This is an optimization exercise on Yosys and OpenROAD, whose aim is small area, a short achievable clock period and few clock cycles per item, not a production implementation. Function was checked by simulation only, so behaviour that the tests miss may differ from the original. Power figures rest on the tool's default switching activity, not on a simulated workload.

==> flow/design.v <==
package rt_pkg;
    localparam int VALUE_W          = 32;
    localparam int RANK_W           = 6;
    localparam int MAX_ELEMENTS_DEF = 64;
    typedef struct packed {
        logic store;     
        logic close;     
        logic scan_rd;   
        logic pick;      
        logic emit_ld;   
    } rt_cmd_t;
    typedef struct packed {
        logic scan_last;   
        logic rank_last;   
        logic emit_last;   
        logic out_free;    
    } rt_stat_t;
endpackage
module rt_popcnt (
    input  logic        clk,
    input  logic [63:0] nb,
    input  logic [5:0]  pos,
    output logic [5:0]  sum_a,
    output logic [5:0]  sum_b
);
    logic s1;
    logic c2;
    logic s3;
    logic c4;
    logic s5;
    logic c6;
    logic s7;
    logic c8;
    logic s9;
    logic c10;
    logic s11;
    logic c12;
    logic s13;
    logic c14;
    logic s15;
    logic c16;
    logic s17;
    logic c18;
    logic s19;
    logic c20;
    logic s21;
    logic c22;
    logic s23;
    logic c24;
    logic s25;
    logic c26;
    logic s27;
    logic c28;
    logic s29;
    logic c30;
    logic s31;
    logic c32;
    logic s33;
    logic c34;
    logic s35;
    logic c36;
    logic s37;
    logic c38;
    logic s39;
    logic c40;
    logic s41;
    logic c42;
    logic s43;
    logic c44;
    logic s45;
    logic c46;
    logic s47;
    logic c48;
    logic s49;
    logic c50;
    logic s51;
    logic c52;
    logic s53;
    logic c54;
    logic r55;
    logic r56;
    logic r57;
    logic r58;
    logic r59;
    logic r60;
    logic r61;
    logic r62;
    logic r63;
    logic r64;
    logic r65;
    logic r66;
    logic r67;
    logic r68;
    logic r69;
    logic r70;
    logic r71;
    logic r72;
    logic r73;
    logic r74;
    logic r75;
    logic r76;
    logic r77;
    logic r78;
    logic r79;
    logic r80;
    logic r81;
    logic r82;
    logic r83;
    logic r84;
    logic r85;
    logic r86;
    logic r87;
    logic r88;
    logic r89;
    logic r90;
    logic r91;
    logic r92;
    logic r93;
    logic r94;
    logic r95;
    logic r96;
    logic r97;
    logic r98;
    logic r99;
    logic s100;
    logic c101;
    logic s102;
    logic c103;
    logic s104;
    logic c105;
    logic s106;
    logic c107;
    logic s108;
    logic c109;
    logic s110;
    logic c111;
    logic s112;
    logic c113;
    logic s114;
    logic c115;
    logic s116;
    logic c117;
    logic s118;
    logic c119;
    logic s120;
    logic c121;
    logic s122;
    logic c123;
    logic s124;
    logic c125;
    logic s126;
    logic c127;
    logic s128;
    logic c129;
    logic s130;
    logic c131;
    logic s132;
    logic c133;
    logic s134;
    logic c135;
    logic s136;
    logic c137;
    logic s138;
    logic c139;
    logic s140;
    logic c141;
    logic s142;
    logic c143;
    logic s144;
    logic c145;
    logic s146;
    logic c147;
    logic s148;
    logic c149;
    logic s150;
    logic c151;
    logic s152;
    logic c153;
    logic s154;
    logic c155;
    logic s156;
    logic c157;
    logic s158;
    logic c159;
    logic r160;
    logic r161;
    logic r162;
    logic r163;
    logic r164;
    logic r165;
    logic r166;
    logic r167;
    logic r168;
    logic r169;
    logic r170;
    logic r171;
    logic r172;
    logic r173;
    logic r174;
    logic r175;
    logic r176;
    logic r177;
    logic r178;
    logic r179;
    logic s180;
    logic c181;
    logic s182;
    logic c183;
    logic s184;
    logic c185;
    logic s186;
    logic c187;
    logic s188;
    logic c189;
    logic s190;
    logic c191;
    logic s192;
    logic c193;
    logic s194;
    logic c195;
    logic s196;
    logic c197;
    logic s198;
    logic c199;
    logic s200;
    assign s1 = nb[0] ^ nb[1] ^ nb[2];
    assign c2 = (nb[0] & nb[1]) | (nb[0] & nb[2]) | (nb[1] & nb[2]);
    assign s3 = s1 ^ nb[3] ^ nb[4];
    assign c4 = (s1 & nb[3]) | (s1 & nb[4]) | (nb[3] & nb[4]);
    assign s5 = nb[5] ^ nb[6] ^ nb[7];
    assign c6 = (nb[5] & nb[6]) | (nb[5] & nb[7]) | (nb[6] & nb[7]);
    assign s7 = nb[8] ^ nb[9] ^ nb[10];
    assign c8 = (nb[8] & nb[9]) | (nb[8] & nb[10]) | (nb[9] & nb[10]);
    assign s9 = nb[11] ^ nb[12] ^ nb[13];
    assign c10 = (nb[11] & nb[12]) | (nb[11] & nb[13]) | (nb[12] & nb[13]);
    assign s11 = nb[14] ^ nb[15] ^ nb[16];
    assign c12 = (nb[14] & nb[15]) | (nb[14] & nb[16]) | (nb[15] & nb[16]);
    assign s13 = nb[17] ^ nb[18] ^ nb[19];
    assign c14 = (nb[17] & nb[18]) | (nb[17] & nb[19]) | (nb[18] & nb[19]);
    assign s15 = nb[20] ^ nb[21] ^ nb[22];
    assign c16 = (nb[20] & nb[21]) | (nb[20] & nb[22]) | (nb[21] & nb[22]);
    assign s17 = nb[23] ^ nb[24] ^ nb[25];
    assign c18 = (nb[23] & nb[24]) | (nb[23] & nb[25]) | (nb[24] & nb[25]);
    assign s19 = nb[26] ^ nb[27] ^ nb[28];
    assign c20 = (nb[26] & nb[27]) | (nb[26] & nb[28]) | (nb[27] & nb[28]);
    assign s21 = nb[29] ^ nb[30] ^ nb[31];
    assign c22 = (nb[29] & nb[30]) | (nb[29] & nb[31]) | (nb[30] & nb[31]);
    assign s23 = nb[32] ^ nb[33];
    assign c24 = nb[32] & nb[33];
    assign s25 = s3 ^ s5 ^ s7;
    assign c26 = (s3 & s5) | (s3 & s7) | (s5 & s7);
    assign s27 = s9 ^ s11 ^ s13;
    assign c28 = (s9 & s11) | (s9 & s13) | (s11 & s13);
    assign s29 = s15 ^ s17 ^ s19;
    assign c30 = (s15 & s17) | (s15 & s19) | (s17 & s19);
    assign s31 = s21 ^ s23 ^ nb[34];
    assign c32 = (s21 & s23) | (s21 & nb[34]) | (s23 & nb[34]);
    assign s33 = nb[35] ^ nb[36] ^ nb[37];
    assign c34 = (nb[35] & nb[36]) | (nb[35] & nb[37]) | (nb[36] & nb[37]);
    assign s35 = nb[38] ^ nb[39] ^ nb[40];
    assign c36 = (nb[38] & nb[39]) | (nb[38] & nb[40]) | (nb[39] & nb[40]);
    assign s37 = nb[41] ^ nb[42] ^ nb[43];
    assign c38 = (nb[41] & nb[42]) | (nb[41] & nb[43]) | (nb[42] & nb[43]);
    assign s39 = s25 ^ s27 ^ s29;
    assign c40 = (s25 & s27) | (s25 & s29) | (s27 & s29);
    assign s41 = s31 ^ s33 ^ s35;
    assign c42 = (s31 & s33) | (s31 & s35) | (s33 & s35);
    assign s43 = s37 ^ nb[44] ^ nb[45];
    assign c44 = (s37 & nb[44]) | (s37 & nb[45]) | (nb[44] & nb[45]);
    assign s45 = nb[46] ^ nb[47] ^ nb[48];
    assign c46 = (nb[46] & nb[47]) | (nb[46] & nb[48]) | (nb[47] & nb[48]);
    assign s47 = nb[49] ^ nb[50];
    assign c48 = nb[49] & nb[50];
    assign s49 = c26 ^ c28 ^ c30;
    assign c50 = (c26 & c28) | (c26 & c30) | (c28 & c30);
    assign s51 = c32 ^ c34 ^ c36;
    assign c52 = (c32 & c34) | (c32 & c36) | (c34 & c36);
    assign s53 = c38 ^ c4 ^ c6;
    assign c54 = (c38 & c4) | (c38 & c6) | (c4 & c6);
    assign s100 = r55 ^ r56 ^ r57;
    assign c101 = (r55 & r56) | (r55 & r57) | (r56 & r57);
    assign s102 = r58 ^ r59 ^ r60;
    assign c103 = (r58 & r59) | (r58 & r60) | (r59 & r60);
    assign s104 = r61 ^ r62 ^ r63;
    assign c105 = (r61 & r62) | (r61 & r63) | (r62 & r63);
    assign s106 = r74 ^ r75 ^ r76;
    assign c107 = (r74 & r75) | (r74 & r76) | (r75 & r76);
    assign s108 = r77 ^ r78 ^ r79;
    assign c109 = (r77 & r78) | (r77 & r79) | (r78 & r79);
    assign s110 = r80 ^ r81 ^ r82;
    assign c111 = (r80 & r81) | (r80 & r82) | (r81 & r82);
    assign s112 = r83 ^ r84 ^ r85;
    assign c113 = (r83 & r84) | (r83 & r85) | (r84 & r85);
    assign s114 = r86 ^ r87;
    assign c115 = r86 & r87;
    assign s116 = s100 ^ s102 ^ s104;
    assign c117 = (s100 & s102) | (s100 & s104) | (s102 & s104);
    assign s118 = r64 ^ r65 ^ r66;
    assign c119 = (r64 & r65) | (r64 & r66) | (r65 & r66);
    assign s120 = c101 ^ c103 ^ c105;
    assign c121 = (c101 & c103) | (c101 & c105) | (c103 & c105);
    assign s122 = s106 ^ s108 ^ s110;
    assign c123 = (s106 & s108) | (s106 & s110) | (s108 & s110);
    assign s124 = s112 ^ s114 ^ r88;
    assign c125 = (s112 & s114) | (s112 & r88) | (s114 & r88);
    assign s126 = c107 ^ c109 ^ c111;
    assign c127 = (c107 & c109) | (c107 & c111) | (c109 & c111);
    assign s128 = c113 ^ c115;
    assign c129 = c113 & c115;
    assign s130 = s116 ^ s118 ^ r67;
    assign c131 = (s116 & s118) | (s116 & r67) | (s118 & r67);
    assign s132 = r68 ^ r69;
    assign c133 = r68 & r69;
    assign s134 = c117 ^ c119 ^ s120;
    assign c135 = (c117 & c119) | (c117 & s120) | (c119 & s120);
    assign s136 = s122 ^ s124 ^ r89;
    assign c137 = (s122 & s124) | (s122 & r89) | (s124 & r89);
    assign s138 = r90 ^ r91;
    assign c139 = r90 & r91;
    assign s140 = c121 ^ c123 ^ c125;
    assign c141 = (c121 & c123) | (c121 & c125) | (c123 & c125);
    assign s142 = s126 ^ s128 ^ r93;
    assign c143 = (s126 & s128) | (s126 & r93) | (s128 & r93);
    assign s144 = r94 ^ r95 ^ r96;
    assign c145 = (r94 & r95) | (r94 & r96) | (r95 & r96);
    assign s146 = s130 ^ s132 ^ r70;
    assign c147 = (s130 & s132) | (s130 & r70) | (s132 & r70);
    assign s148 = c131 ^ c133 ^ s134;
    assign c149 = (c131 & c133) | (c131 & s134) | (c133 & s134);
    assign s150 = s136 ^ s138;
    assign c151 = s136 & s138;
    assign s152 = c135 ^ c137 ^ c139;
    assign c153 = (c135 & c137) | (c135 & c139) | (c137 & c139);
    assign s154 = s140 ^ s142 ^ s144;
    assign c155 = (s140 & s142) | (s140 & s144) | (s142 & s144);
    assign s156 = c141 ^ c143 ^ c145;
    assign c157 = (c141 & c143) | (c141 & c145) | (c143 & c145);
    assign s158 = c127 ^ c129 ^ r97;
    assign c159 = (c127 & c129) | (c127 & r97) | (c129 & r97);
    assign s180 = r160 ^ r161;
    assign c181 = r160 & r161;
    assign s182 = r164 ^ r165 ^ r166;
    assign c183 = (r164 & r165) | (r164 & r166) | (r165 & r166);
    assign s184 = r168 ^ r169 ^ r170;
    assign c185 = (r168 & r169) | (r168 & r170) | (r169 & r170);
    assign s186 = r172 ^ r173 ^ r174;
    assign c187 = (r172 & r173) | (r172 & r174) | (r173 & r174);
    assign s188 = r176 ^ r177;
    assign c189 = r176 & r177;
    assign s190 = s180 ^ r162;
    assign c191 = s180 & r162;
    assign s192 = c181 ^ s182 ^ r167;
    assign c193 = (c181 & s182) | (c181 & r167) | (s182 & r167);
    assign s194 = c183 ^ s184 ^ r171;
    assign c195 = (c183 & s184) | (c183 & r171) | (s184 & r171);
    assign s196 = c185 ^ s186 ^ r175;
    assign c197 = (c185 & s186) | (c185 & r175) | (s186 & r175);
    assign s198 = c187 ^ s188 ^ r178;
    assign c199 = (c187 & s188) | (c187 & r178) | (s188 & r178);
    assign s200 = c189 ^ r179;
    always_ff @(posedge clk)
    begin
        r55 <= s39;
        r56 <= s41;
        r57 <= s43;
        r58 <= s45;
        r59 <= s47;
        r60 <= nb[51];
        r61 <= nb[52];
        r62 <= nb[53];
        r63 <= nb[54];
        r64 <= nb[55];
        r65 <= nb[56];
        r66 <= nb[57];
        r67 <= nb[58];
        r68 <= nb[59];
        r69 <= nb[60];
        r70 <= nb[61];
        r71 <= nb[62];
        r72 <= nb[63];
        r73 <= pos[0];
        r74 <= c40;
        r75 <= c42;
        r76 <= c44;
        r77 <= c46;
        r78 <= c48;
        r79 <= s49;
        r80 <= s51;
        r81 <= s53;
        r82 <= c8;
        r83 <= c10;
        r84 <= c12;
        r85 <= c14;
        r86 <= c16;
        r87 <= c18;
        r88 <= c20;
        r89 <= c22;
        r90 <= c24;
        r91 <= c2;
        r92 <= pos[1];
        r93 <= c50;
        r94 <= c52;
        r95 <= c54;
        r96 <= pos[2];
        r97 <= pos[3];
        r98 <= pos[4];
        r99 <= pos[5];
        r160 <= s146;
        r161 <= r71;
        r162 <= r72;
        r163 <= r73;
        r164 <= c147;
        r165 <= s148;
        r166 <= s150;
        r167 <= r92;
        r168 <= c149;
        r169 <= c151;
        r170 <= s152;
        r171 <= s154;
        r172 <= c153;
        r173 <= c155;
        r174 <= s156;
        r175 <= s158;
        r176 <= c157;
        r177 <= c159;
        r178 <= r98;
        r179 <= r99;
    end
    assign sum_a = {c199, c197, c195, c193, c191, s190};
    assign sum_b = {s200, s198, s196, s194, s192, r163};
endmodule
module rt_renc (
    input  logic [5:0] b,
    output logic [5:0] c
);
    localparam logic [63:0] T0 = 64'h07eacdda4e2f28c2;
    localparam logic [63:0] T1 = 64'h0fd59bb49c5e5184;
    localparam logic [63:0] T2 = 64'h1fab376938bca308;
    localparam logic [63:0] T3 = 64'h3f566ed271794610;
    localparam logic [63:0] T4 = 64'h7eacdda4e2f28c20;
    localparam logic [63:0] T5 = 64'hfd59bb49c5e51840;
    assign c[0] = T0[b];
    assign c[1] = T1[b];
    assign c[2] = T2[b];
    assign c[3] = T3[b];
    assign c[4] = T4[b];
    assign c[5] = T5[b];
endmodule
module rt_rdec (
    input  logic [5:0] c,
    output logic [5:0] b
);
    localparam logic [63:0] T0 = 64'h693e502198fbb2ba;
    localparam logic [63:0] T1 = 64'hce3f28ab2f94849c;
    localparam logic [63:0] T2 = 64'h375d3c075af14d28;
    localparam logic [63:0] T3 = 64'hdbcfd10db31254e0;
    localparam logic [63:0] T4 = 64'hf7358fc9d4aae080;
    localparam logic [63:0] T5 = 64'hd9e9fc71aee42a00;
    assign b[0] = T0[c];
    assign b[1] = T1[c];
    assign b[2] = T2[c];
    assign b[3] = T3[c];
    assign b[4] = T4[c];
    assign b[5] = T5[c];
endmodule
module rank_transform_top #(
    parameter int MAX_ELEMENTS = rt_pkg::MAX_ELEMENTS_DEF
) (
    input  logic                              clk,
    input  logic                              rst_n,
    input  logic                              item_valid,
    output logic                              item_stall,
    input  logic signed [rt_pkg::VALUE_W-1:0] value,
    input  logic                              last,
    output logic                              res_valid,
    input  logic                              res_stall,
    output logic [rt_pkg::RANK_W-1:0]         rank,
    output logic                              final_res,
    output logic                              overflow
);
    function automatic logic [1:0] gp16(input logic [15:0] a, input logic [15:0] b);
        logic [15:0] g;
        logic [15:0] p;
        g = a & ~b;
        p = a | ~b;
        for (int w = 1; w < 16; w = w * 2)
        begin
            for (int i = 0; i < 16; i = i + 2 * w)
            begin
                g[i] = g[i + w] | (p[i + w] & g[i]);
                p[i] = p[i + w] & p[i];
            end
        end
        gp16 = {g[0], p[0]};
    endfunction
    function automatic logic [5:0] add6(input logic [5:0] a, input logic [5:0] b,
                                        input logic ci);
        logic [5:0] g;
        logic [5:0] t;
        logic [5:0] c;
        g = a & b;
        t = a | b;
        for (int i = 0; i < 6; i++)
        begin
            logic acc;
            logic run;
            acc = 1'b0;
            run = 1'b1;
            for (int k = i - 1; k >= 0; k--)
            begin
                acc = acc | (run & g[k]);
                run = run & t[k];
            end
            c[i] = acc | (run & ci);
        end
        add6 = a ^ b ^ c;
    endfunction
    function automatic logic [5:0] cstep(input logic [5:0] s);
        cstep = {s[4:0], s[5] ^ s[4] ^ (s[4:0] == 5'd0)};
    endfunction
    localparam int N  = 64;    
    localparam int FD = 8;     
    localparam int PD = 4;     
    logic                stall_reg;
    logic                in_v;
    logic                in_last;
    logic signed [31:0]  in_x;
    logic                take;
    logic [6:0]          acnt;       
    logic [5:0]          actr;       
    logic [6:0]          acnt_nx;
    logic                alloc;      
    logic [6:0]          occ;        
    logic [7:0]          we_row;     
    logic [7:0]          we_col;     
    assign item_stall = stall_reg;
    assign take       = item_valid && !stall_reg;
    assign alloc = take && !acnt[6];
    always_comb
    begin
        acnt_nx = acnt;
        if (take)
        begin
            if (!acnt[6])
                acnt_nx = acnt + 7'd1;
            if (last)
                acnt_nx = '0;
        end
    end
    always_ff @(posedge clk or negedge rst_n)
    begin
        if (!rst_n)
        begin
            in_v   <= 1'b0;
            acnt   <= '0;
            actr   <= '0;
            we_row <= '0;
        end
        else
        begin
            in_v <= take;
            acnt <= acnt_nx;
            if (alloc)
                actr <= actr + 6'd1;
            for (int k = 0; k < 8; k++)
                we_row[k] <= alloc && (actr[5:3] == 3'(k));
        end
    end
    always_ff @(posedge clk)
    begin
        for (int k = 0; k < 8; k++)
            we_col[k] <= (actr[2:0] == 3'(k));
    end
    always_ff @(posedge clk)
    begin
        in_x    <= value;
        in_last <= last;
    end
    logic signed [31:0]  vals [N];
    logic [N-1:0]        vmask;      
    logic [6:0]          cnt;        
    logic [5:0]          wctr;       
    logic                s1_store;
    logic                s1_close;
    logic                s1_drop;
    logic [N-1:0]        ga;         
    logic [N-1:0]        pa;         
    logic [N-1:0]        ga_r;
    logic [N-1:0]        pa_r;
    logic [15:0]         xl_r;       
    logic [15:0]         xln_r;      
    logic [N-1:0]        gt;
    logic [N-1:0]        we;
    assign s1_store = in_v && !cnt[6];
    assign s1_close = in_v && in_last;
    assign s1_drop  = in_v && cnt[6];
    always_comb
    begin
        for (int j = 0; j < N; j++)
        begin
            logic [1:0] h;
            h     = gp16({~vals[j][31], vals[j][30:16]}, {~in_x[31], in_x[30:16]});
            ga[j] = s1_store && vmask[j] && h[1];
            pa[j] = s1_store && vmask[j] && h[0];
            we[j] = we_row[j / 8] && we_col[j % 8];
        end
    end
    always_ff @(posedge clk)
    begin
        for (int j = 0; j < N; j++)
        begin
            if (we[j])
                vals[j] <= in_x;
        end
    end
    always_ff @(posedge clk or negedge rst_n)
    begin
        if (!rst_n)
        begin
            vmask <= '0;
            cnt   <= '0;
            wctr  <= '0;
        end
        else
        begin
            if (s1_store)
            begin
                cnt  <= cnt + 7'd1;
                wctr <= wctr + 6'd1;
            end
            if (s1_close)
            begin
                vmask <= '0;
                cnt   <= '0;
            end
            else
            begin
                vmask <= vmask | we;
            end
        end
    end
    logic                s2_store;
    logic                s2_close;
    logic [5:0]          s2_pos;
    logic [5:0]          s2_ent;
    always_ff @(posedge clk or negedge rst_n)
    begin
        if (!rst_n)
        begin
            s2_store <= 1'b0;
            s2_close <= 1'b0;
        end
        else
        begin
            s2_store <= s1_store;
            s2_close <= s1_close;
        end
    end
    always_ff @(posedge clk)
    begin
        ga_r   <= ga;
        pa_r   <= pa;
        xl_r   <= in_x[15:0];
        xln_r  <= ~in_x[15:0];
        s2_pos <= cnt[5:0];
        s2_ent <= wctr;
    end
    always_comb
    begin
        for (int j = 0; j < N; j++)
        begin
            logic [1:0] l;
            l     = gp16(vals[j][15:0], (j < N / 2) ? xl_r : ~xln_r);
            gt[j] = ga_r[j] || (pa_r[j] && l[1]);
        end
    end
    logic [N-1:0]        g_r;        
    logic [5:0]          pos_r;      
    logic [5:0]          ent_p [PD+1];
    logic [PD:0]         st_p;       
    logic [PD:0]         cl_p;       
    logic [5:0]          sum_a;
    logic [5:0]          sum_b;
    logic [5:0]          pcb_r;      
    logic [5:0]          pcc;        
    logic [5:0]          pcx;        
    logic                incb_r;     
    logic                inc2_r;     
    logic [5:0]          pcc_r;      
    logic                inc3_r;     
    logic [N-1:0]        g_d;        
    logic [7:0]          wr_row;     
    logic [7:0]          wr_col;     
    logic [N-1:0]        inc;
    logic [N-1:0]        wr;
    logic [5:0]          rank_mem [N];
    always_ff @(posedge clk or negedge rst_n)
    begin
        if (!rst_n)
        begin
            st_p <= '0;
            cl_p <= '0;
        end
        else
        begin
            st_p <= {st_p[PD-1:0], s2_store};
            cl_p <= {cl_p[PD-1:0], s2_close};
        end
    end
    always_ff @(posedge clk)
    begin
        g_r      <= gt;
        pos_r    <= s2_pos;
        ent_p[0] <= s2_ent;
        for (int k = 1; k <= PD; k++)
        begin
            ent_p[k] <= ent_p[k-1];
        end
        g_d    <= g_r;
        incb_r <= g_r[ent_p[1]];
        pcb_r  <= add6(sum_a, sum_b, incb_r);
        inc2_r <= g_r[ent_p[2]];
        pcc_r  <= inc2_r ? cstep(pcc) : pcc;
        inc3_r <= g_r[ent_p[3]];
        for (int k = 0; k < 8; k++)
        begin
            wr_row[k] <= st_p[PD-1] && (ent_p[PD-1][5:3] == 3'(k));
            wr_col[k] <= (ent_p[PD-1][2:0] == 3'(k));
        end
    end
    rt_popcnt u_cnt (
        .clk   (clk),
        .nb    (~g_r),
        .pos   (pos_r),
        .sum_a (sum_a),
        .sum_b (sum_b)
    );
    rt_renc u_enc (
        .b (pcb_r),
        .c (pcc)
    );
    assign pcx = inc3_r ? cstep(pcc_r) : pcc_r;
    assign inc = g_d;
    always_comb
    begin
        for (int r = 0; r < N; r++)
            wr[r] = wr_row[r / 8] && wr_col[r % 8];
    end
    always_ff @(posedge clk)
    begin
        for (int r = 0; r < N; r++)
        begin
            if (wr[r] || inc[r])
                rank_mem[r] <= wr[r] ? pcx : cstep(rank_mem[r]);
        end
    end
    logic [5:0]          fq_last [FD];
    logic [2:0]          fq_wp;
    logic [2:0]          fq_rp;
    logic [3:0]          fq_n;       
    logic [3:0]          nsets;      
    logic                hd_v;
    logic [5:0]          hd_last;
    logic                push;
    logic [5:0]          push_last;
    logic                pop;
    logic                hd_load;
    logic                emit;
    logic [5:0]          optr;
    logic                ovf_flag;   
    assign push    = cl_p[PD];
    assign push_last = ent_p[PD] - 6'(!st_p[PD]);
    assign hd_load = !hd_v || pop;
    always_ff @(posedge clk)
    begin
        if (push && !(hd_load && (fq_n == 4'd0)))
            fq_last[fq_wp] <= push_last;
        if (hd_load)
            hd_last <= (fq_n != 4'd0) ? fq_last[fq_rp] : push_last;
    end
    logic [7:0]          rs_lo;      
    logic [7:0]          rs_hi;      
    logic                r_v;
    logic [5:0]          r_code;
    logic                r_final;
    logic                r_ovf;
    logic [5:0]          rd_code;
    logic [5:0]          rd_bin;
    logic                o_load;
    logic                out_v;
    logic [5:0]          out_rank;
    logic                out_final;
    logic                out_ovf;
    logic                head_last;
    assign head_last = (optr == hd_last);
    assign o_load    = r_v && (!out_v || !res_stall);
    assign emit      = hd_v && (!r_v || o_load);
    assign pop       = emit && head_last;
    always_comb
    begin
        rd_code = '0;
        for (int r = 0; r < N; r++)
            rd_code = rd_code | (rank_mem[r] & {6{rs_hi[r / 8] && rs_lo[r % 8]}});
    end
    rt_rdec u_dec (
        .c (r_code),
        .b (rd_bin)
    );
    always_ff @(posedge clk or negedge rst_n)
    begin
        if (!rst_n)
        begin
            fq_wp     <= '0;
            fq_rp     <= '0;
            fq_n      <= '0;
            hd_v      <= 1'b0;
            nsets     <= '0;
            occ       <= '0;
            optr      <= '0;
            rs_lo     <= 8'd1;
            rs_hi     <= 8'd1;
            r_v       <= 1'b0;
            out_v     <= 1'b0;
            stall_reg <= 1'b0;
            ovf_flag  <= 1'b0;
        end
        else
        begin
            if (hd_load)
            begin
                if (fq_n != 4'd0)
                begin
                    hd_v  <= 1'b1;
                    fq_rp <= fq_rp + 3'd1;
                end
                else
                begin
                    hd_v <= push;
                end
            end
            if (push && !(hd_load && (fq_n == 4'd0)))
                fq_wp <= fq_wp + 3'd1;
            fq_n <= fq_n + 4'(push && !(hd_load && (fq_n == 4'd0)))
                         - 4'(hd_load && (fq_n != 4'd0));
            nsets <= nsets + 4'(take && last) - 4'(pop);
            if (emit)
            begin
                optr  <= optr + 6'd1;
                rs_lo <= {rs_lo[6:0], rs_lo[7]};
                if (rs_lo[7])
                    rs_hi <= {rs_hi[6:0], rs_hi[7]};
            end
            if (emit)
                r_v <= 1'b1;
            else if (o_load)
                r_v <= 1'b0;
            if (o_load)
                out_v <= 1'b1;
            else if (!res_stall)
                out_v <= 1'b0;
            if (s1_drop)
                ovf_flag <= 1'b1;
            else if (pop)
                ovf_flag <= 1'b0;
            occ <= occ + 7'(alloc) - 7'(emit);
            stall_reg <= (nsets >= 4'(FD - 2))
                         || (!acnt_nx[6] && ((occ == 7'(N)) || ((occ == 7'(N - 1)) && alloc)));
        end
    end
    always_ff @(posedge clk)
    begin
        if (emit)
        begin
            r_code  <= rd_code;
            r_final <= head_last;
            r_ovf   <= ovf_flag;
        end
        if (o_load)
        begin
            out_rank  <= rd_bin;
            out_final <= r_final;
            out_ovf   <= r_ovf;
        end
        else
        begin
            out_rank  <= out_rank & {6{out_v && res_stall}};
            out_final <= out_final && out_v && res_stall;
            out_ovf   <= out_ovf && out_v && res_stall;
        end
    end
    assign res_valid = out_v;
    assign rank      = out_rank;
    assign final_res = out_final;
    assign overflow  = out_ovf;
endmodule
==> flow/run.sh <==
#!/bin/bash
# synth_recipe.tcl (not shown) runs the flow's synth.tcl, then flattens the netlist and writes it again
# the make line also repeats each setting of config.mk as NAME=value (left out here)
make -C /OpenROAD-flow-scripts/flow DESIGN_CONFIG=/design/flow/config.mk WORK_HOME=/design/flow/orfs CLKGATE_MAP_FILE= SYNTH_SCRIPT=/design/flow/synth_recipe.tcl finish
==> flow/config.mk <==
export PLATFORM = sky130hd
export DESIGN_NAME = rank_transform_top
export DESIGN_NICKNAME = rank_transform_top
export VERILOG_FILES = /design/flow/design.v
export SDC_FILE = /design/flow/constraint.sdc
export NUM_CORES = 4
export LEC_CHECK = 0
export CAP_MARGIN = 20
export CORE_MARGIN = 2
export CORE_UTILIZATION = 50
export CTS_BUF_LIST = sky130_fd_sc_hd__clkbuf_8 sky130_fd_sc_hd__clkbuf_16
export CTS_CLUSTER_DIAMETER = 100
export CTS_CLUSTER_SIZE = 20
export SETUP_SLACK_MARGIN = 3.55
export SLEW_MARGIN = 20
==> flow/constraint.sdc <==
create_clock -name core_clock -period 6.0 [get_ports {clk}]
set_input_delay 1.2000 -clock core_clock [delete_from_list [all_inputs] [get_ports {clk}]]
set_output_delay 1.2000 -clock core_clock [all_outputs]
set_load 0.01 [all_outputs]
==> flow_summary_export.csv, run 1 <==
group,metric,value,unit
status,status,"no timing/DRC/antenna violations",
placed_design,dpl.hpwl,255.7,mm
placed_design,numPortBuffers,46,
timing,finalHoldViolations,0,
synthesis,synth_warnings,5,
run,maxCapViolations,0,
global_route,grt_overflow,0,
timing,finalSetupTns,0,ns
clocking,h-tree-depth,4,
route,vias,97429,
synthesis,syn_nets,10981,
worst_setup_path,path_buf_inv,1,
synthesis,synth_edf_count,2494,
worst_setup_path,crit_path_max_incr_delay,0.46,ns
die,die_h,525.1,um
worst_hold_path,min_path_cells,0,
die,core_area,0.2705,mm^2
route,initialDrtViolationCount,14674,
clocking,root_buffer,"clkbuf_16",
worst_setup_path,path_cells,"buf_6",
route,drt-total-wl,470.7,mm
clocking,cts.sinks,3134,
timing,fmax,373.4,MHz
worst_setup_path,start_kind,"register",
placed_design,gp_congestion,0.9270,
final_layout,largest_registers,"vals (2048), rank_mem (384)",
worst_setup_path,crit_type,"register to output pin",
route,vias_per_cell,6.747,
die,rows,191,
global_route,track_usage,0.3201,
power,power_density,306.1,mW/mm^2
clocking,numCtsBuffers,176,
route,firstDrtPassIters,9,
clocking,clk_latency,0.91,ns
synthesis,ys.flop_type,"edfxtp_1",
route,drc,0,
die,die_w,525.1,um
route,ant_nets,0,
worst_setup_path,endpoint_kind,"output pin",
synthesis,avgSynthCellArea,12.56,um^2
worst_setup_path,rrSetupSlack,3.35,ns
route,wl_per_cell,32.60,um
timing,post-route-period-util,0.4464,
synthesis,syn_inst,10811,
timing,rsz0062_at_grt,"yes",
die,initial_core_util,0.5020,
final_layout,drive_gt1_frac,0.1025,
final_layout,regMostFlops,"vals",
worst_setup_path,critPathCapture,"item_stall",
clocking,cts_tree,"yes",
power,leakagePower,50.08,nW
worst_hold_path,hp-class,"register to register",
timing,worst_pin_slew,1.119,ns
worst_setup_path,slowest_stage,"dfrtp_2",
die,dieArea,0.2758,mm^2
global_route,grt_pass1_wl,640.2,mm
worst_setup_path,path_max_fanout,2,
global_route,grt_pass1_vias,90692,
clocking,path_clk_slew,0.09,ns
timing,fin_crit,2.678,ns
synthesis,synthesis.area,0.1358,mm^2
final_layout,final_core_util,0.5514,
synthesis,synth-seq-cells,3134,
final_layout,fill_cells,22106,
final_layout,largest_register_ff_count,2048,
worst_setup_path,r2r_cells,9,
worst_setup_path,timing.critical_path.depth,1,
worst_setup_path,startpoint,"stall_reg",
timing,setup_viol,0,
timing,skew,0.04180,ns
final_layout,seq_area,0.08878,mm^2
global_route,antenna_found_initial,37,
final_layout,areaGrowthSynthToFinish,9.854,%
worst_setup_path,r2r-start,"xln_r[0]",
synthesis,async_flop_share,0.05073,
final_layout,fin_nets,10862,
synthesis,yosysSeqAreaShare,0.6517,
global_route,grt_max_degree,127,
timing,slew_violations,0,
timing,maxSlewHeadroom,0.2527,
final_layout,multiInputGateArea,0.04404,mm^2
clocking,cts_buffer_depth,3,
synthesis,synth_cell_types,77,
worst_setup_path,worstPathArrival,1.48,ns
power,ir_worst_vdd,0.0003671,V
worst_setup_path,r2r_end,"g_r[43]",
worst_setup_path,required,4.80,ns
worst_setup_path,critical_path.top_delay_family,"flip-flops",
die,io_pins,47,
timing repair:
item	CTS	global route
endpoints found under the hold margin	0	0
setup buffers	75	53
resized for setup	273	236
endpoints found under the setup margin	615	224
pin swaps	43	101
hold buffers	0	0
cloned	14	17
synthesized netlist by cell type, types with 83 or more instances:
cell type     n  area [um^2]
a21oi_1     665         3328
a222oi_1     83        830.8
a22oi_1     389         2920
a31oi_1     161         1007
clkbuf_1    564         2117
dfrtp_1     157         3929
dfxtp_1     481         9629
edfxtp_1   2494        74890
inv_1       459         1723
maj3_1      322         3223
nand2_1     796         2988
nand2b_1    335         2096
nor2_1      785         2947
nor2b_1     211         1320
nor4_1      133        832.1
o21ai_0     476         2382
o221ai_1    361         3162
o22ai_1     471         2947
xnor2_1      99        867.1
power by group:
part	switching [mW]	leakage (nW)	internal, mW
logic	4.51	18.6	2.52
registers	1.45	28.5	24.4
clock network	7.29	3.04	5.46
total	13.2	50.1	32.4
through the flow:
| step | instances | hold slack (ns) | total power [mW] | worst slack, ns | cell area, um^2 |
|---|---|---|---|---|---|
| final | 14441 | 0.3148 | 45.66 | 3.322 | 149200 |
| after global routing | 14418 | 0.3186 | 47.04 | 3.291 | 149100 |
| after CTS | 14346 | 0.3012 | 45.18 | 3.248 | 147300 |
| after detailed placement | 13925 | 0.3121 | 32.33 | 2.032 | 140100 |
| after global placement | 13925 | 0.3117 | 32.24 | 1.944 | 140100 |
| after floorplan | 10811 | 0.3096 | 29.52 | 2.884 | 136000 |
per-layer routing:
layer | vias to the layer above | track usage | share of wire
met3 | 1156 | 0.05787 | 0.12
met4 | 8 | 0.1466 | 0.052
met1 | 48769 | 0.4339 | 0.38
li1 | 41102 | - | -
met5 | - | 0 | 0.00012
met2 | 6394 | 0.5033 | 0.45
cell usage in the layout, fill, tap and decap left out, types with 62 or more instances in the layout:
cell,n
o22a_1,62
nand2b_1,332
dfxtp_1,387
nor2b_1,208
nor4_1,121
o21a_1,63
mux2_2,73
maj3_1,298
ha_1,62
dfrtp_1,152
a31oi_1,156
nor2_1,773
edfxtp_1,2494
buf_4,202
a22oi_1,378
o22ai_1,471
nand3_1,75
inv_1,564
a21oi_1,654
xnor2_1,96
o21ai_0,473
a222oi_1,83
clkbuf_16,188
nand2_1,794
o221ai_1,347
mux4_2,81
or4_1,66
logic make-up (layout without fill, tap and decap cells):
family,count (synthesis),in the layout,synth area share
compound gates,3138,3138,0.1548
flops,3134,3134,0.6517
simple gates,2600,2601,0.09034
buf+inv,1166,1200,0.03294
fa+ha+maj,488,488,0.04210
mux,172,172,0.02081
xor+xnor,113,113,0.007288
other cells,0,25,0
layout make-up:
cell class                      instances  share of cell area
Inverter                              481             0.01381
Antenna cell                           25           0.0004194
Clock buffer                          178             0.02971
Timing Repair inverter                  6           0.0004529
Timing Repair Buffer                  381             0.02992
Tap cell                             3570             0.02994
Sequential cell                      3134              0.5951
Clock inverter                        154            0.005410
Multi-Input combinational cell       6512              0.2952
how the worst min path moves through the flow:
stage,from,endpoint,slack (ns)
3_3_place_gp,s2_pos[1],pos_r[1],0.31
5_1_grt,u_cnt.r98,u_cnt.r178,0.32
3_5_place_dp,ent_p[0][2],ent_p[1][2],0.31
6_report,u_cnt.r98,u_cnt.r178,0.31
4_1_cts,rst_n,vmask[36],0.30
2_1_floorplan,s2_ent[0],ent_p[0][0],0.31
Testbench counts, summed over its fixed seeds: cycles 7,042, items 6,357.
==> run 2, diff against run 1 <==
--- a/flow/config.mk
+++ b/flow/config.mk
@@ -8,5 +8,5 @@
 export CAP_MARGIN = 20
 export CORE_MARGIN = 2
-export CORE_UTILIZATION = 50
+export CORE_UTILIZATION = 40
 export CTS_BUF_LIST = sky130_fd_sc_hd__clkbuf_8 sky130_fd_sc_hd__clkbuf_16
 export CTS_CLUSTER_DIAMETER = 100
==> flow_summary_export.csv, run 2 <==
group,metric,value,unit
worst_hold_path,hp-class,"input pin to async pin",
worst_setup_path,r2r_cells,5,
placed_design,post-place-ws,1.866,ns
final_layout,largest_register_ff_count,2048,
timing,fmax,365.4,MHz
timing,worst_pin_slew,1.180,ns
die,die_h,586.7,um
worst_setup_path,crit_type,"register to output pin",
clocking,cts_buffer_depth,4,
global_route,grt_pass1_vias,91050,
route,firstDrtPassIters,10,
synthesis,async_flop_share,0.05073,
power,ir_worst_vdd,0.0005953,V
synthesis,synth_most_common_cell,"edfxtp_1",
timing,setup_ws,3.263,ns
timing,fin_crit,2.737,ns
final_layout,areaGrowthSynthToFinish,10.78,%
timing,maxSlewHeadroom,0.2133,
timing,slew_violations,0,
synthesis,synthTopCellsByCount,"2494 x edfxtp_1, 796 x nand2_1, 785 x nor2_1, 665 x a21oi_1, 564 x clkbuf_1",
synthesis,yosysSeqAreaShare,0.6517,
synthesis,synth_edf_count,2494,
final_layout,fill_cells,29958,
worst_setup_path,crit_path_max_incr_delay,0.51,ns
power,finalPower,45.52,mW
global_route,antenna_found_initial,41,
global_route,grt_overflow,0,
global_route,grt_max_degree,87,
synthesis,synthesis.area,0.1358,mm^2
final_layout,fin_nets,10903,
placed_design,dpl.hpwl,260.3,mm
status,status,"no timing/DRC/antenna violations",
clocking,cts_tree,"yes",
synthesis,synth-seq-cells,3134,
synthesis,avgSynthCellArea,12.56,um^2
worst_setup_path,worstPathArrival,1.54,ns
clocking,root_buffer,"clkbuf_16",
worst_setup_path,required,4.80,ns
die,io_pins,47,
timing,post-route-period-util,0.4561,
final_layout,multiInputGateArea,0.04393,mm^2
timing,finalSetupTns,0,ns
die,initial_core_util,0.4028,
timing,skew,0.08253,ns
synthesis,synth_area_leader_cell,"edfxtp_1",
worst_setup_path,r2r-start,"rs_hi[0]",
die,rows,213,
route,ant_nets,0,
final_layout,final_core_util,0.4462,
clocking,cts.sinks,3134,
clocking,h-tree-depth,4,
timing,rsz0062_at_grt,"yes",
route,vias,96581,
final_layout,largest_registers,"vals (2048), rank_mem (384)",
worst_setup_path,slowest_stage,"dfrtp_2",
worst_setup_path,start_kind,"register",
synthesis,syn_inst,10811,
final_layout,seq_area,0.08878,mm^2
synthesis,synth_warnings,5,
worst_setup_path,endpoint_kind,"output pin",
clocking,numCtsBuffers,180,
placed_design,gp_congestion,0.9570,
route,drc,0,
synthesis,yosys-top-cells-area,"edfxtp_1 55%, dfxtp_1 7.1%, dfrtp_1 2.9%",
die,die_w,586.7,um
worst_setup_path,path_max_fanout,2,
die,core_area,0.3371,mm^2
worst_setup_path,rrSetupSlack,3.32,ns
worst_setup_path,startpoint,"stall_reg",
synthesis,yosysTopAreaCellShare,0.5515,
power,leakagePower,50.18,nW
worst_setup_path,critical_path.top_delay_family,"flip-flops",
final_layout,drive_gt1_frac,0.1027,
route,wl_per_cell,29.52,um
synthesis,synth_cell_types,77,
route,vias_per_cell,6.267,
clocking,hold_buffers,0,
route,initialDrtViolationCount,13986,
final_layout,regMostFlops,"vals",
final_layout,final_cell_mix,"2494 x edfxtp_1, 793 x nand2_1, 771 x nor2_1",
worst_setup_path,r2r_end,"r_code[1]",
die,dieArea,0.3442,mm^2
placed_design,numPortBuffers,46,
route,drt-total-wl,454.9,mm
synthesis,ys.flop_type,"edfxtp_1",
final_layout,final_common_cell,"edfxtp_1",
worst_setup_path,timing.critical_path.depth,1,
worst_setup_path,critPathCapture,"item_stall",
global_route,grt_pass1_wl,633.3,mm
clocking,clk_latency,0.91,ns
power,power_density,302.6,mW/mm^2
worst_setup_path,path_cells,"buf_6",
timing,setup_viol,0,
synthesis,syn_nets,10981,
clocking,path_clk_slew,0.09,ns
worst_setup_path,path_buf_inv,1,
run,maxCapViolations,0,
timing,finalHoldViolations,0,
global_route,track_usage,0.2491,
-- run 2: cell counts after synthesis --
No cell type changed its count.
-- run 2: timing repair --
action	CTS	global route
setup endpoints to repair	368	297
buffers inserted	93	54
pin swaps	61	128
cloned	7	11
gates resized for setup	315	238
-- run 2: cell families (layout without fill, tap and decap cells) --
family                     Yosys count  in the layout  share of synthesized area
and+or+nand+nor                   2600           2601                    0.09034
adders and majority gates          488            488                    0.04210
buffers and inverters             1166           1234                    0.03294
xor gates and xnor gates           113            113                   0.007288
AOI/OAI and AO/OA                 3138           3138                     0.1548
other                                0             15                          0
DFF                               3134           3134                     0.6517
muxes                              172            172                    0.02081
-- run 2: worst reg2reg max path: cells and delay by family, from the launching register on --
kind / cells / cell delay, ns
AO/OA/AOI/OAI: 2 / 1.06
buffers and inverters: 1 / 0.15
AND/OR/NAND/NOR: 2 / 0.56
flip-flops: 1 / 0.50
-- run 2: area by class of cell --
| class | count | area share |
|---|---|---|
| multi-input combinational | 6512 | 0.2920 |
| timing repair buffer | 422 | 0.03116 |
| antenna | 15 | 0.0002495 |
| clock buffer | 184 | 0.03061 |
| clock inverter | 145 | 0.004333 |
| sequential | 3134 | 0.5902 |
| timing repair inverter | 2 | 0.0001830 |
| inverter | 481 | 0.01374 |
| tap | 4515 | 0.03755 |
-- run 2: worst min-delay path by stage --
stage	end	slack, ns	cells past startpoint
6_report	rs_hi[7]	0.19	1
5_1_grt	rs_hi[7]	0.23	1
4_1_cts	rs_hi[7]	0.18	1
3_5_place_dp	ent_p[1][4]	0.31	0
3_3_place_gp	u_cnt.r92	0.31	0
2_1_floorplan	ent_p[0][0]	0.31	0
-- run 2: metrics by stage --
step / cell area [um^2] / hold slack (ns) / std cells
6_report: 150400 / 0.1918 / 15410
5_1_grt: 150400 / 0.2285 / 15397
4_1_cts: 148700 / 0.1823 / 15330
3_5_place_dp: 141500 / 0.3121 / 14901
3_3_place_gp: 141400 / 0.3110 / 14899
2_1_floorplan: 136000 / 0.3096 / 10811
-- run 2: where the power goes --
part	internal (mW)	switching, mW	leakage, nW
clock network	5.65	7.21	3.06
logic	2.48	4.30	18.7
registers	24.4	1.45	28.4
-- run 2: layer usage --
| layer | vias to the layer above | GRT usage | wire (um) |
|---|---|---|---|
| met5 | - | 0 | 78 |
| met4 | 12 | 0.1217 | 25290 |
| met3 | 1166 | 0.04209 | 48950 |
| met2 | 5856 | 0.3936 | 205100 |
| met1 | 48362 | 0.3331 | 175500 |
| li1 | 41185 | - | - |

## afterwards: timing with drivers on the ports
The flow's constraints put no driver on any port. The routed layouts listed below were extracted and timed again, unchanged, in two steps. Step 1 assumes that a clkbuf_16 drives the clock port and a buf_2 every other input. Step 2 also shifts input and output timing later by t, the mid clock arrival at the registers, as if the neighbouring blocks saw the same clock. Slacks: ideal / step 1 / step 2; pairs: ideal / step 1.
run | shift t [ns] | setup slack, ns | cell pins on the clock port's net
run 1 | 0.978 | 3.322 / 3.226 / 2.483 | 1
run 2 | 0.981 | 3.263 / 3.158 / 2.617 | 1
After both steps every run listed still meets setup and hold. For run 1, which loses most, drivers alone change the setup slack by -0.096 ns; drivers and shift together by -0.839 ns.
